Source: an optimization exercise on an open RTL-to-GDS flow (aim: small area and few clock cycles per item). Production flows keep margins and buffers that such runs may drop. Function was checked by simulation only, so behaviour that the tests miss may differ from the original. Power and IR drop assume default switching activity.

Setup of maple:
Design gray_vertical_census_bank, start of the top module:
module gray_vertical_census_bank #(
  parameter int LANES       = 16,
  parameter int PIX_W       = 8,
  parameter int RADIUS      = 8,
  parameter int FRAME_LINES = 480,
  parameter int INFO_W      = 8
) (
  input  logic                     clk,
  input  logic                     reset,
  input  logic [LANES*PIX_W-1:0]   in_pixels,
  input  logic [INFO_W-1:0]        in_info,
  input  logic                     in_valid,
  output logic                     in_ready,
  input  logic                     cfg_mode,
  input  logic [PIX_W-1:0]         cfg_threshold,
  output logic [2*LANES-1:0]       out_bits,
  output logic [INFO_W-1:0]        out_info,
  output logic                     out_border,
  output logic                     out_last,
  output logic                     out_valid,
  input  logic                     out_ready
);
  localparam int N = 2 * RADIUS + 1;       
  logic        en, accept;
  logic [8:0]  k, k_next;                  
  logic        k_first, k_border, k_last;  
  logic        mode_l;
  logic [7:0]  thr_l;
  logic [12:0] t17;
  logic [13:0] lim_lo, lim_hi;             
  logic [7:0]  win [LANES][N];             
  logic [7:0]  llo [LANES];
  logic [3:0]  lhi [LANES];
  ...
clock: 6.0 ns
lec_check: 0
cap_margin: 20
core_margin: 2
core_utilization: 60
cts_buf_list: sky130_fd_sc_hd__clkbuf_16
cts_cluster_diameter: 60
cts_cluster_size: 30
slew_margin: 20
standard.sh (not shown) runs the stock make flow with config.mk's settings and CLKGATE_MAP_FILE= SYNTH_SCRIPT=/design/flow/synth_recipe.tcl, a recipe that flattens the netlist after the stock synthesis.
==> flow/flow/run.sh <==
#!/bin/bash
# The standard layout, with two changes:
#  - the port buffers are the smallest buffer (buf_1) instead of the default pick;
#  - clock tree synthesis inserts no dummy loads.
# Everything else (synthesis, floorplan, power grid, placement, routing) is
# the standard flow; its output goes to standard.log in this folder.
set -e
export BUFFER_PORTS_ARGS="-buffer_cell sky130_fd_sc_hd__buf_1"
export CTS_ARGS="-sink_clustering_enable -repair_clock_nets -sink_clustering_size 30 -sink_clustering_max_diameter 60 -buf_list sky130_fd_sc_hd__clkbuf_16 -dont_use_dummy_load"
bash standard.sh > standard.log 2>&1
Testbench counts of maple, summed over its fixed seeds: cycles 11,536, items 11,520.
## Diff of input files: nickel against maple
# maple
export LEC_CHECK = 0
export CAP_MARGIN = 20
export CORE_MARGIN = 2
export CORE_UTILIZATION = 60
export CTS_BUF_LIST = sky130_fd_sc_hd__clkbuf_16
export CTS_CLUSTER_DIAMETER = 60
export CTS_CLUSTER_SIZE = 30
export SLEW_MARGIN = 20
create_clock -name core_clock -period 6.0 [get_ports {clk}]
# nickel
export LEC_CHECK = 0
export CAP_MARGIN = 20
export CORE_MARGIN = 2
export CORE_UTILIZATION = 70
export CTS_BUF_LIST = sky130_fd_sc_hd__clkbuf_16
export CTS_CLUSTER_DIAMETER = 65
export CTS_CLUSTER_SIZE = 33
export SLEW_MARGIN = 20
create_clock -name core_clock -period 6.0 [get_ports {clk}]
diff --git a/flow/flow/run.sh b/flow/flow/run.sh
--- a/flow/flow/run.sh
+++ b/flow/flow/run.sh
@@ -9 +9 @@
-export CTS_ARGS="-sink_clustering_enable -repair_clock_nets -sink_clustering_size 30 -sink_clustering_max_diameter 60 -buf_list sky130_fd_sc_hd__clkbuf_16 -dont_use_dummy_load"
+export CTS_ARGS="-sink_clustering_enable -repair_clock_nets -sink_clustering_size 33 -sink_clustering_max_diameter 65 -buf_list sky130_fd_sc_hd__clkbuf_16 -dont_use_dummy_load"
Going from maple to nickel, the area growth from synthesis to layout was found to have gone down by 1.1 points.
nickel: all stages complete, timing, DRC and antenna checks passed
Compared to maple, the router laid down more metal wire for nickel.
Comparing maple against nickel, there is no change at all in number of sinks handled by clock tree synthesis.
Changes observed in nickel relative to maple: clock power share went down by 1.7 points; power share of the combinational group saw an increase.

* * *

Setup of pepper:
Another version of the RTL of gray_vertical_census_bank (not shown whole).
Size in the first run: about 5600 cells after synthesis, ~100000 sq um of cells after synthesis.
==> flow/config.mk <==
export PLATFORM = sky130hd
export DESIGN_NAME = gray_vertical_census_bank
export DESIGN_NICKNAME = gray_vertical_census_bank
export VERILOG_FILES = /design/flow/design.v
export SDC_FILE = /design/flow/constraint.sdc
export NUM_CORES = 4
export LEC_CHECK = 0
export CAP_MARGIN = 20
export CORE_MARGIN = 2
export CORE_UTILIZATION = 70
export CTS_BUF_LIST = sky130_fd_sc_hd__clkbuf_16
export CTS_CLUSTER_DIAMETER = 70
export CTS_CLUSTER_SIZE = 36
export SLEW_MARGIN = 20
==> flow/constraint.sdc <==
create_clock -name core_clock -period 6.0 [get_ports {clk}]
set_input_delay 1.2000 -clock core_clock [delete_from_list [all_inputs] [get_ports {clk}]]
set_output_delay 1.2000 -clock core_clock [all_outputs]
set_load 0.01 [all_outputs]
==> flow/flow/run.sh <==
#!/bin/bash
# The standard layout, with two changes:
#  - the port buffers are the smallest buffer (buf_1) instead of the default pick;
#  - clock tree synthesis inserts no dummy loads.
# Everything else (synthesis, floorplan, power grid, placement, routing) is
# the standard flow; its output goes to standard.log in this folder.
set -e
export BUFFER_PORTS_ARGS="-buffer_cell sky130_fd_sc_hd__buf_1"
export CTS_ARGS="-sink_clustering_enable -repair_clock_nets -sink_clustering_size 36 -sink_clustering_max_diameter 70 -buf_list sky130_fd_sc_hd__clkbuf_16 -dont_use_dummy_load"
bash standard.sh > standard.log 2>&1
Testbench counts of pepper, summed over its fixed seeds: cycles 11,536, items 11,520.
### pepper -> onyx
- CTS_CLUSTER_SIZE now 33, was 36
- CTS_CLUSTER_DIAMETER now 65, was 70
-- flow/flow/run.sh --
<<< pepper, line 8
export BUFFER_PORTS_ARGS="-buffer_cell sky130_fd_sc_hd__buf_1"
export CTS_ARGS="-sink_clustering_enable -repair_clock_nets -sink_clustering_size 36 -sink_clustering_max_diameter 70 -buf_list sky130_fd_sc_hd__clkbuf_16 -dont_use_dummy_load"
bash standard.sh > standard.log 2>&1
>>> onyx, line 8
export BUFFER_PORTS_ARGS="-buffer_cell sky130_fd_sc_hd__buf_1"
export CTS_ARGS="-sink_clustering_enable -repair_clock_nets -sink_clustering_size 33 -sink_clustering_max_diameter 65 -buf_list sky130_fd_sc_hd__clkbuf_16 -dont_use_dummy_load"
bash standard.sh > standard.log 2>&1
## What came out
Across onyx and pepper, the outcome is the same: a clean finish for every run.
Between onyx and pepper, area growth from synthesis to layout is higher for onyx, pepper comes in under that.
Going from pepper to onyx, the portion of total power attributed to the clock network was found to have gone up by 0.8 points.
onyx vs. pepper: count of clock buffers in the final design saw an increase, sequential cell count saw little to no change, highest attainable clock frequency saw little to no change, met3 global-route usage saw an increase.
Looking at onyx and pepper, the final-layout fill cell count is a wash.
Compared to pepper, onyx has total power about 1.2% higher.
Between pepper and onyx, first-pass iteration count of the detailed router decreased.
In onyx, slew at the pin closest to its max-slew limit is lower than in pepper.

afterwards: timing with drivers on the ports:
How much do the figures lean on ideal ports? The routed layouts below were timed once more, with nothing changed but the port constraints.
Step 1 (the two cells are an assumption about what drives the block):
set clk [get_ports {clk}]
set_driving_cell -lib_cell sky130_fd_sc_hd__clkbuf_16 $clk
set_driving_cell -lib_cell sky130_fd_sc_hd__buf_2 [delete_from_list [all_inputs] $clk]
Step 2 times the ports against the registers' clock, not the clock port: input delays grow and output delays shrink by t, the midpoint of the rising clock arrivals with the driver on.
a / b / c = ideal / step 1 / step 2; a / b = the first two.
run | shift t [ns] | slack for setup (ns) | hold WS [ns] | worst setup path at the end | clock arrival spread, ns
maple | 0.875 | 0.943 / 0.943 / 0.943 | 0.350 / 0.350 / 0.350 | register to register | 0.093 / 0.093
nickel | 0.829 | 0.772 / 0.772 / 0.772 | 0.367 / 0.367 / 0.367 | register to register | 0.099 / 0.099
pepper | 0.824 | 0.203 / 0.203 / 0.203 | 0.359 / 0.359 / 0.359 | register to register | 0.105 / 0.104
onyx | 0.837 | 0.190 / 0.190 / 0.190 | 0.369 / 0.369 / 0.369 | register to register | 0.118 / 0.118
After both steps every run listed still meets setup and hold.
